What follows belongs to an exercise in optimizing a design on an open flow for small area and few clock cycles; a production flow would make more cautious choices. In this exercise RTL edits were held to simulation tests only and were not proved equivalent to the original.

==> design.v <==
`default_nettype none
package fusion_pkg;
    localparam int WORD_W     = 16;
    localparam int ADDR_W     = 12;
    localparam int NUM_BRICKS = 8;
    localparam int BRICK_W    = 5;
    localparam int PROD_W     = 16;
    localparam logic [7:0] END_MARK = 8'hFF;
    localparam logic [3:0] PREC_2 = 4'b0010;
    localparam logic [3:0] PREC_4 = 4'b0100;
    localparam logic [3:0] PREC_8 = 4'b1000;
    localparam int CTRL_W = 11;
endpackage
`default_nettype wire
`timescale 1ns/1ns
`default_nettype none
module set_controller
(
    input  logic                             clock,
    input  logic                             reset,
    input  logic                             go_i,
    input  logic [fusion_pkg::WORD_W-1:0]    input_word_i,
    output logic [fusion_pkg::ADDR_W-1:0]    read_addr_o,
    output logic                             cfg_load_o,
    output logic                             tag_valid_o,
    output logic                             tag_last_o,
    output logic                             run_start_o,
    output logic                             finish_o
);
    localparam logic [2:0] ST_IDLE = 3'd0;
    localparam logic [2:0] ST_HDR0 = 3'd1;
    localparam logic [2:0] ST_HDR1 = 3'd2;
    localparam logic [2:0] ST_DATA = 3'd3;
    localparam logic [2:0] ST_DONE = 3'd4;
    logic [2:0]                    state_q;
    logic [fusion_pkg::ADDR_W-1:0] addr_q;
    logic [7:0]                    m_q;
    logic [3:0]                    k_q;
    logic [3:0]                    word_cnt_q;
    logic [7:0]                    out_cnt_q;
    logic                          hdr1_here_q;
    logic                          tag_valid_q;
    logic                          tag_last_q;
    logic [3:0]                    k_cur;
    logic                          last_word;
    logic                          last_output;
    assign k_cur       = hdr1_here_q ? input_word_i[11:8] : k_q;
    assign last_word   = (word_cnt_q == k_cur - 4'd1);
    assign last_output = (out_cnt_q == m_q - 8'd1);
    assign cfg_load_o  = hdr1_here_q;
    assign run_start_o = (state_q == ST_IDLE) && go_i;
    assign finish_o    = (state_q == ST_DONE);
    assign read_addr_o = addr_q;
    assign tag_valid_o = tag_valid_q;
    assign tag_last_o  = tag_last_q;
    always_ff @(posedge clock)
    begin
        if (reset)
        begin
            state_q     <= ST_IDLE;
            addr_q      <= '0;
            m_q         <= '0;
            k_q         <= '0;
            word_cnt_q  <= '0;
            out_cnt_q   <= '0;
            hdr1_here_q <= 1'b0;
            tag_valid_q <= 1'b0;
            tag_last_q  <= 1'b0;
        end
        else if (!go_i)
        begin
            state_q     <= ST_IDLE;
            addr_q      <= '0;
            word_cnt_q  <= '0;
            out_cnt_q   <= '0;
            hdr1_here_q <= 1'b0;
            tag_valid_q <= 1'b0;
            tag_last_q  <= 1'b0;
        end
        else
        begin
            hdr1_here_q <= 1'b0;
            tag_valid_q <= (state_q == ST_DATA);
            tag_last_q  <= (state_q == ST_DATA) && last_word;
            if (hdr1_here_q)
            begin
                k_q <= input_word_i[11:8];
            end
            case (state_q)
                ST_IDLE:
                begin
                    state_q <= ST_HDR0;
                end
                ST_HDR0:
                begin
                    addr_q  <= addr_q + 1'b1;
                    state_q <= ST_HDR1;
                end
                ST_HDR1:
                begin
                    addr_q <= addr_q + 1'b1;
                    m_q    <= input_word_i[7:0];
                    if (input_word_i[7:0] == fusion_pkg::END_MARK)
                        state_q <= ST_DONE;
                    else if (input_word_i[7:0] == 8'd0)
                        state_q <= ST_HDR0;
                    else
                    begin
                        state_q     <= ST_DATA;
                        hdr1_here_q <= 1'b1;
                    end
                end
                ST_DATA:
                begin
                    addr_q <= addr_q + 1'b1;
                    if (last_word)
                    begin
                        word_cnt_q <= '0;
                        if (last_output)
                        begin
                            out_cnt_q <= '0;
                            state_q   <= ST_HDR0;
                        end
                        else
                            out_cnt_q <= out_cnt_q + 8'd1;
                    end
                    else
                        word_cnt_q <= word_cnt_q + 4'd1;
                end
                default:
                begin
                    state_q <= ST_DONE;
                end
            endcase
        end
    end
endmodule
`default_nettype wire
`timescale 1ns/1ns
`default_nettype none
module brick_config
(
    input  logic                                                    clock,
    input  logic                                                    reset,
    input  logic                                                    cfg_load_i,
    input  logic [fusion_pkg::WORD_W-1:0]                           input_word_i,
    output logic [3:0]                                              prec_o,
    output logic [fusion_pkg::NUM_BRICKS*fusion_pkg::CTRL_W-1:0]    brick_ctrl_o
);
    logic [3:0] prec_q;
    always_ff @(posedge clock)
    begin
        if (reset)
            prec_q <= fusion_pkg::PREC_2;
        else if (cfg_load_i)
            prec_q <= input_word_i[3:0];
    end
    assign prec_o = prec_q;
    for (genvar i = 0; i < fusion_pkg::NUM_BRICKS; i++)
    begin : g_ctrl
        localparam logic [1:0] PAIR = i % 4;
        localparam logic       HI   = (i >= 4);
        logic       enable;
        logic [1:0] in_slice;
        logic       in_signed;
        logic       w_signed;
        logic [1:0] w_slice;
        logic [3:0] shift;
        always_comb
        begin
            enable    = 1'b0;
            in_slice  = 2'b00;
            in_signed = 1'b0;
            w_signed  = 1'b0;
            w_slice   = 2'b00;
            shift     = 4'b0000;
            case (prec_q)
                fusion_pkg::PREC_2:
                begin
                    enable    = 1'b1;
                    in_slice  = PAIR;
                    w_slice   = PAIR;
                    in_signed = 1'b1;
                    w_signed  = 1'b1;
                end
                fusion_pkg::PREC_4:
                begin
                    enable    = (i < fusion_pkg::NUM_BRICKS / 2);
                    in_slice  = PAIR;
                    w_slice   = PAIR;
                    in_signed = 1'b1;
                    w_signed  = 1'b1;
                end
                fusion_pkg::PREC_8:
                begin
                    enable    = 1'b1;
                    in_slice  = {HI, PAIR[1]};
                    w_slice   = {HI, PAIR[0]};
                    in_signed = PAIR[1];
                    w_signed  = PAIR[0];
                    shift     = {PAIR[1] & PAIR[0], PAIR[1] ^ PAIR[0], 2'b00};
                end
                default:
                begin
                    enable = 1'b0;
                end
            endcase
        end
        assign brick_ctrl_o[i*fusion_pkg::CTRL_W +: fusion_pkg::CTRL_W] =
            {enable, in_slice, in_signed, w_signed, w_slice, shift};
    end
endmodule
`default_nettype wire
`timescale 1ns/1ns
`default_nettype none
module brick_array
(
    input  logic                                                    clock,
    input  logic                                                    reset,
    input  logic [3:0]                                              prec_i,
    input  logic [fusion_pkg::NUM_BRICKS*fusion_pkg::CTRL_W-1:0]    brick_ctrl_i,
    input  logic [fusion_pkg::WORD_W-1:0]                           input_word_i,
    input  logic [fusion_pkg::WORD_W-1:0]                           weight_word_i,
    input  logic                                                    tag_valid_i,
    input  logic                                                    tag_last_i,
    output logic [fusion_pkg::NUM_BRICKS*fusion_pkg::PROD_W-1:0]    products_o,
    output logic                                                    tag_valid_o,
    output logic                                                    tag_last_o
);
    localparam int BW = fusion_pkg::BRICK_W;
    localparam int PW = fusion_pkg::PROD_W;
    logic [1:0] tag1_q;
    logic [1:0] tag2_q;
    for (genvar i = 0; i < fusion_pkg::NUM_BRICKS; i++)
    begin : g_brick
        localparam int BYTE_SEL = (i >= fusion_pkg::NUM_BRICKS / 2) ? 1 : 0;
        logic                   enable;
        logic [1:0]             in_slice;
        logic                   in_signed;
        logic                   w_signed;
        logic [1:0]             w_slice;
        logic [3:0]             shift;
        logic [3:0]             in_nibble;
        logic [3:0]             w_nibble;
        logic [1:0]             in_lane;
        logic [1:0]             w_lane;
        logic signed [BW-1:0]   in_op;
        logic signed [BW-1:0]   w_op;
        logic signed [2*BW-1:0] mult;
        logic [PW-1:0]          prod_q;
        logic [PW-1:0]          shift_q;
        assign {enable, in_slice, in_signed, w_signed, w_slice, shift} =
            brick_ctrl_i[i*fusion_pkg::CTRL_W +: fusion_pkg::CTRL_W];
        assign in_nibble = input_word_i[{in_slice, 2'b00} +: 4];
        assign w_nibble  = weight_word_i[{w_slice, 2'b00} +: 4];
        assign in_lane   = input_word_i[{BYTE_SEL[0], in_slice, 1'b0} +: 2];
        assign w_lane    = weight_word_i[{BYTE_SEL[0], w_slice, 1'b0} +: 2];
        assign in_op = (prec_i == fusion_pkg::PREC_2) ? {{(BW-2){in_signed & in_lane[1]}}, in_lane}
                                                      : {in_signed & in_nibble[3], in_nibble};
        assign w_op  = (prec_i == fusion_pkg::PREC_2) ? {{(BW-2){w_signed & w_lane[1]}}, w_lane}
                                                      : {w_signed & w_nibble[3], w_nibble};
        assign mult  = in_op * w_op;
        always_ff @(posedge clock)
        begin
            if (enable)
                prod_q <= {{(PW-2*BW){mult[2*BW-1]}}, mult};
            else
                prod_q <= '0;
            shift_q <= prod_q << shift;
        end
        assign products_o[i*PW +: PW] = shift_q;
    end
    always_ff @(posedge clock)
    begin
        if (reset)
        begin
            tag1_q <= '0;
            tag2_q <= '0;
        end
        else
        begin
            tag1_q <= {tag_valid_i, tag_last_i};
            tag2_q <= tag1_q;
        end
    end
    assign tag_valid_o = tag2_q[1];
    assign tag_last_o  = tag2_q[0];
endmodule
`default_nettype wire
`timescale 1ns/1ns
`default_nettype none
module output_accumulator
(
    input  logic                                                    clock,
    input  logic                                                    reset,
    input  logic                                                    run_start_i,
    input  logic [fusion_pkg::NUM_BRICKS*fusion_pkg::PROD_W-1:0]    products_i,
    input  logic                                                    tag_valid_i,
    input  logic                                                    tag_last_i,
    output logic [fusion_pkg::ADDR_W-1:0]                           out_addr_o,
    output logic [fusion_pkg::WORD_W-1:0]                           out_data_o,
    output logic                                                    out_write_o
);
    localparam int PW = fusion_pkg::PROD_W;
    logic [fusion_pkg::WORD_W-1:0] lane_sum;
    logic [fusion_pkg::WORD_W-1:0] acc_q;
    logic [fusion_pkg::WORD_W-1:0] data_q;
    logic [fusion_pkg::ADDR_W-1:0] addr_q;
    logic                          write_q;
    always_comb
    begin
        lane_sum = '0;
        for (int i = 0; i < fusion_pkg::NUM_BRICKS; i++)
            lane_sum = lane_sum + products_i[i*PW +: PW];
    end
    always_ff @(posedge clock)
    begin
        if (reset)
        begin
            acc_q   <= '0;
            addr_q  <= '0;
            write_q <= 1'b0;
        end
        else
        begin
            write_q <= tag_valid_i && tag_last_i;
            if (run_start_i)
                acc_q <= '0;
            else if (tag_valid_i && tag_last_i)
                acc_q <= '0;
            else if (tag_valid_i)
                acc_q <= acc_q + lane_sum;
            if (run_start_i)
                addr_q <= '0;
            else if (write_q)
                addr_q <= addr_q + 1'b1;
        end
    end
    always_ff @(posedge clock)
    begin
        if (tag_valid_i && tag_last_i)
            data_q <= acc_q + lane_sum;
    end
    assign out_addr_o  = addr_q;
    assign out_data_o  = data_q;
    assign out_write_o = write_q;
endmodule
`default_nettype wire
`timescale 1ns/1ns
`default_nettype none
module fusion_sequencer_top
(
    input  logic        clock,
    input  logic        reset,
    input  logic        go_i,
    input  logic [15:0] input_word_i,
    input  logic [15:0] weight_word_i,
    output logic [11:0] input_addr_o,
    output logic [11:0] weight_addr_o,
    output logic [11:0] out_addr_o,
    output logic [15:0] out_data_o,
    output logic        out_write_o,
    output logic        finish_o
);
    localparam int NB = fusion_pkg::NUM_BRICKS;
    logic [fusion_pkg::ADDR_W-1:0]            read_addr;
    logic                                     cfg_load;
    logic                                     run_start;
    logic                                     word_valid;
    logic                                     word_last;
    logic                                     prod_valid;
    logic                                     prod_last;
    logic [3:0]                               prec;
    logic [NB*fusion_pkg::CTRL_W-1:0]         brick_ctrl;
    logic [NB*fusion_pkg::PROD_W-1:0]         products;
    assign input_addr_o  = read_addr;
    assign weight_addr_o = read_addr;
    set_controller set_controller_inst (
        .clock        (clock),
        .reset        (reset),
        .go_i         (go_i),
        .input_word_i (input_word_i),
        .read_addr_o  (read_addr),
        .cfg_load_o   (cfg_load),
        .tag_valid_o  (word_valid),
        .tag_last_o   (word_last),
        .run_start_o  (run_start),
        .finish_o     (finish_o)
    );
    brick_config brick_config_inst (
        .clock        (clock),
        .reset        (reset),
        .cfg_load_i   (cfg_load),
        .input_word_i (input_word_i),
        .prec_o       (prec),
        .brick_ctrl_o (brick_ctrl)
    );
    brick_array brick_array_inst (
        .clock         (clock),
        .reset         (reset),
        .prec_i        (prec),
        .brick_ctrl_i  (brick_ctrl),
        .input_word_i  (input_word_i),
        .weight_word_i (weight_word_i),
        .tag_valid_i   (word_valid),
        .tag_last_i    (word_last),
        .products_o    (products),
        .tag_valid_o   (prod_valid),
        .tag_last_o    (prod_last)
    );
    output_accumulator output_accumulator_inst (
        .clock       (clock),
        .reset       (reset),
        .run_start_i (run_start),
        .products_i  (products),
        .tag_valid_i (prod_valid),
        .tag_last_i  (prod_last),
        .out_addr_o  (out_addr_o),
        .out_data_o  (out_data_o),
        .out_write_o (out_write_o)
    );
endmodule
`default_nettype wire
==> run.sh <==
#!/bin/bash
# synth_recipe.tcl (not shown) runs the flow's synth.tcl, then flattens the netlist and writes it again
# the make line also repeats each setting of config.mk as NAME=value (left out here)
make -C /OpenROAD-flow-scripts/flow DESIGN_CONFIG=/design/flow/config.mk WORK_HOME=/design/flow/orfs CLKGATE_MAP_FILE= SYNTH_SCRIPT=/design/flow/synth_recipe.tcl finish
==> config.mk <==
export PLATFORM = sky130hd
export DESIGN_NAME = fusion_sequencer_top
export DESIGN_NICKNAME = fusion_sequencer_top
export VERILOG_FILES = /design/flow/design.v
export SDC_FILE = /design/flow/constraint.sdc
export NUM_CORES = 4
export LEC_CHECK = 0
export CAP_MARGIN = 20
export CORE_MARGIN = 2
export CORE_UTILIZATION = 40
export SLEW_MARGIN = 20
==> constraint.sdc <==
create_clock -name core_clock -period 6.0 [get_ports {clock}]
set_input_delay 1.2000 -clock core_clock [delete_from_list [all_inputs] [get_ports {clock}]]
set_output_delay 1.2000 -clock core_clock [all_outputs]
set_load 0.01 [all_outputs]
==> summary.txt <==
Clock network
  • # clock sinks: 283
  • Clock buffer depth: 3
  • CTS tree: done
  • Post-CTS Hold Buffers: 0
  • Resized Gates After CTS: 0
  • Clock Latency Late Sink: 0.59 ns
  • Clock-pin slew on the worst setup and hold paths: 0.06 ns
  • H-tree levels: 1
  • Root buffer selected by CTS: clkbuf_16
  • Cts bufs inserted: 30
  • Post-CTS repair timing setup buffer count: 0

Place
  • Placer Congestion: 0.924
  • DP HPWL: 41.4 mm
  • I/O Buffers: 88

Worst setup path
  • CP startpoint kind: flip-flop
  • Slowest cell on the critical path: dfxtp_1
  • Kind of critical path: reg -> reg
  • Crit path capture type: flip-flop
  • CP bufs+invs: 4
  • Crit path max-delay family: adder cells
  • Worst path max stage delay: 0.64 ns
  • Peak fanout along the critical path: 50
  • WP data arrival: 6.08 ns
  • Worst Path Required: 6.45 ns
  • CP most frequent cell: inv_1
  • Crit path cell chain: inv_1, a211oi_4, buf_12, o22a_1, a21oi_1, or3_1, or2_1, nor2_1, ha_1, inv_1, fa_1, fa_1, inv_1, ha_1, nor2b_1, o21ai_0, nand2b_1, a21o_1, a21oi_1, xnor2_1, nor2_1

Synth
  • Seq/Total Area, Yosys: 28.4%
  • Syn Nets: 2627
  • Async SR Flop Fraction: 0%
  • Post-synth cell types: 61
  • Yosys reg bits: 283
  • Top FF cell, synth: dfxtp_1
  • Avg Inst Size Synth: 9.27 um2
  • EDFF count, synth: 16
  • Syn. warnings: 4
  • Cells after synthesis: 2212
  • Post-Syn Area: 20500 um2

Global route
  • Number of global-route vias before repair: 15200
  • GRT Resource Usage Total: 19.4%
  • Largest net degree at the start of global routing: 62
  • First-pass GRT wire length: 81.4 mm
  • Initial antenna violation count: 1
  • GRT overflow: 0

Routing
  • Via count: 14600
  • Routed vias/inst: 4.85
  • Drt first pass iters: 6
  • Final ANT Viol Nets: 0
  • Drt drc: 0
  • First-iteration detailed-routing DRC count: 872
  • Total wire length: 50.3 mm
  • DR WL/cell: 16.7 um

Timing
  • Final hold vios: 0
  • Worst Hold Slack: 0.326 ns
  • Fin Setup TNS: 0 ns
  • Worst slew margin: 25.8%
  • Clock skew: 0.0322 ns
  • Final worst path period share: 93.9%
  • Fin. max-slew vios: 0
  • Max Fclk: 178 MHz
  • Minimum clock period: 5.63 ns
  • RSZ-0062 raised after global routing: false
  • Setup violations, final: 0
  • Slew @ Worst Pin: 1.11 ns

Floorplanning
  • Core ar.: 50400 um2
  • Row count: 82
  • Total die area: 53100 um2
  • Chip height: 230 um
  • Initial core utilization: 40.7%
  • IO Pins: 89
  • Die X: 230 um

Cells and area
  • Fin nets: 2737
  • N_diodes: 0
  • # fillers: 4815
  • Area occupied by multi-input gates: 13100 um2
  • Register cell area after layout: 5830 um2
  • Layout cells sized above 1: 6.40%
  • Area Overhead vs Synth: 14.3%

Flow run
  • Total of max-cap violations: 0

Worst hold path
  • Worst Hold Class: reg -> reg

Run status
  • Status: timing/DRC/antenna clean
-- logic make-up after synthesis --
family | count (synthesis) | synth area share, %
simple gates | 745 | 17.0
buf+inv | 404 | 7.74
fa+ha+maj | 380 | 32.0
flops | 283 | 28.4
compound gates | 218 | 6.82
xor+xnor | 142 | 6.07
mux | 40 | 1.95
-- metrics by stage --
| stage | setup WS (ns) | utilization [%] | cell area (um2) | cells |
|---|---|---|---|---|
| 2_1_floorplan | 0.685 | - | 20500 | 2212 |
| 3_3_place_gp | 0.172 | 44.6 | 22500 | 2962 |
| 3_5_place_dp | 0.107 | 44.6 | 22500 | 2962 |
| 4_1_cts | 0.385 | 46.5 | 23400 | 3016 |
| 5_1_grt | 0.00387 | 46.5 | 23400 | 3016 |
| 6_report | 0.369 | 46.5 | 23400 | 3016 |
-- final timing paths --
| check | start | to | slack (ns) | cells past startpoint |
|---|---|---|---|---|
| hold / removal | brick_array_inst.g_brick[4].prod_q[0] | brick_array_inst.g_brick[4].shift_q[0] | 0.33 | 0 |
| setup / recovery | brick_config_inst.prec_q[1] | brick_array_inst.g_brick[2].prod_q[9] | 0.37 | 21 |
| hold reg to reg | brick_array_inst.g_brick[4].prod_q[0] | brick_array_inst.g_brick[4].shift_q[0] | 0.33 | 0 |
| setup reg to reg | brick_config_inst.prec_q[1] | brick_array_inst.g_brick[2].prod_q[9] | 0.37 | 21 |
-- synthesized netlist by cell type (7+ instances only) --
| library cell | count | area share [%] |
|---|---|---|
| a211oi_1 | 7 | 0.26 |
| a21o_1 | 37 | 1.4 |
| a21oi_1 | 61 | 1.5 |
| and2_1 | 81 | 2.5 |
| and3_1 | 16 | 0.49 |
| buf_1 | 8 | 0.15 |
| buf_2 | 13 | 0.32 |
| buf_4 | 14 | 0.51 |
| clkbuf_1 | 49 | 0.90 |
| dfxtp_1 | 267 | 26 |
| edfxtp_1 | 16 | 2.3 |
| fa_1 | 241 | 24 |
| ha_1 | 139 | 8.5 |
| inv_1 | 318 | 5.8 |
| mux2i_1 | 40 | 2.0 |
| nand2_1 | 238 | 4.4 |
| nand2b_1 | 31 | 0.95 |
| nand3_1 | 23 | 0.56 |
| nand4_1 | 13 | 0.40 |
| nor2_1 | 224 | 4.1 |
| nor2b_1 | 39 | 1.2 |
| nor3_1 | 28 | 0.68 |
| o21a_1 | 7 | 0.26 |
| o21ai_0 | 42 | 1.0 |
| o221ai_1 | 11 | 0.47 |
| o22ai_1 | 19 | 0.58 |
| or2_2 | 13 | 0.40 |
| or3_1 | 10 | 0.31 |
| xnor2_1 | 99 | 4.2 |
| xor2_1 | 43 | 1.8 |
-- cells in the final DEF (no fill, tap or decap), types with 30 or more instances in the layout --
master / synthesis / routed
ha_1: 139 / 139
buf_4: 14 / 73
inv_1: 318 / 318
clkbuf_16: 0 / 31
nor2_1: 224 / 223
o21ai_0: 42 / 42
clkdlybuf4s50_1: 0 / 88
nor2b_1: 39 / 39
and2_1: 81 / 81
mux2i_1: 40 / 40
a21o_1: 37 / 37
xnor2_1: 99 / 99
nand2b_1: 31 / 30
nand2_1: 238 / 238
fa_1: 241 / 241
dfxtp_1: 267 / 267
xor2_1: 43 / 43
a21oi_1: 61 / 61
-- metal layers --
metal | share of wire, % | up-vias | routed length (um) | track usage (%)
li1 | - | 7176 | - | -
met5 | 0 | - | 0 | 0
met1 | 47 | 7034 | 23500 | 26.7
met4 | 2.5 | 0 | 1230 | 4.94
met3 | 4.1 | 73 | 2040 | 1.99
met2 | 47 | 331 | 23600 | 32.7
-- registers in the layout, indices dropped and copies added, names as in the netlist --
register                          cells
brick_array_inst.g_brick.prod_q      80
output_accumulator_inst.data_q       16
set_controller_inst.tag_last_q        1
set_controller_inst.m_q               8
set_controller_inst.tag_valid_q       1
set_controller_inst.hdr1_here_q       1
output_accumulator_inst.addr_q       12
brick_array_inst.tag2_q               2
brick_array_inst.tag1_q               2
output_accumulator_inst.write_q       1
set_controller_inst.out_cnt_q         8
output_accumulator_inst.acc_q        16
set_controller_inst.word_cnt_q        4
set_controller_inst.state_q           3
set_controller_inst.addr_q           12
set_controller_inst.k_q               4
brick_config_inst.prec_q              4
brick_array_inst.g_brick.shift_q    108
-- layout make-up --
class                      count  share of cell area [%]
multi-input combinational   1525                    56.0
sequential                   283                    24.8
timing repair buffer         163                    6.27
inverter                     319                    5.11
clock buffer                  40                    3.62
tap                          672                    3.59
clock inverter                14                   0.576
Testbench counts, summed over its fixed seeds: cycles 26,353.

static timing again, ports no longer ideal:
No port has a modelled driver above. Below, the same layout with a new extraction and two added sets of constraints. Step 1 sets driving cells, clkbuf_16 on the clock port and buf_2 on the other inputs (assumed; they add their load-dependent delay and slew). Step 2 also shifts input and output timing later by t, the mid clock arrival at the registers, as if the neighbouring blocks saw the same clock. a / b / c = ideal / step 1 / step 2; a / b = the first two.
t (ns): 0.628
slack for setup (ns): 0.369 / 0.369 / 0.035
hold WS [ns]: 0.326 / 0.326 / 0.326
latest minus earliest clock arrival (ns): 0.033 / 0.032
After both steps setup and hold are still met in this run. The setup slack of this run moves by 0.000 ns with the drivers and by -0.334 ns with both steps.
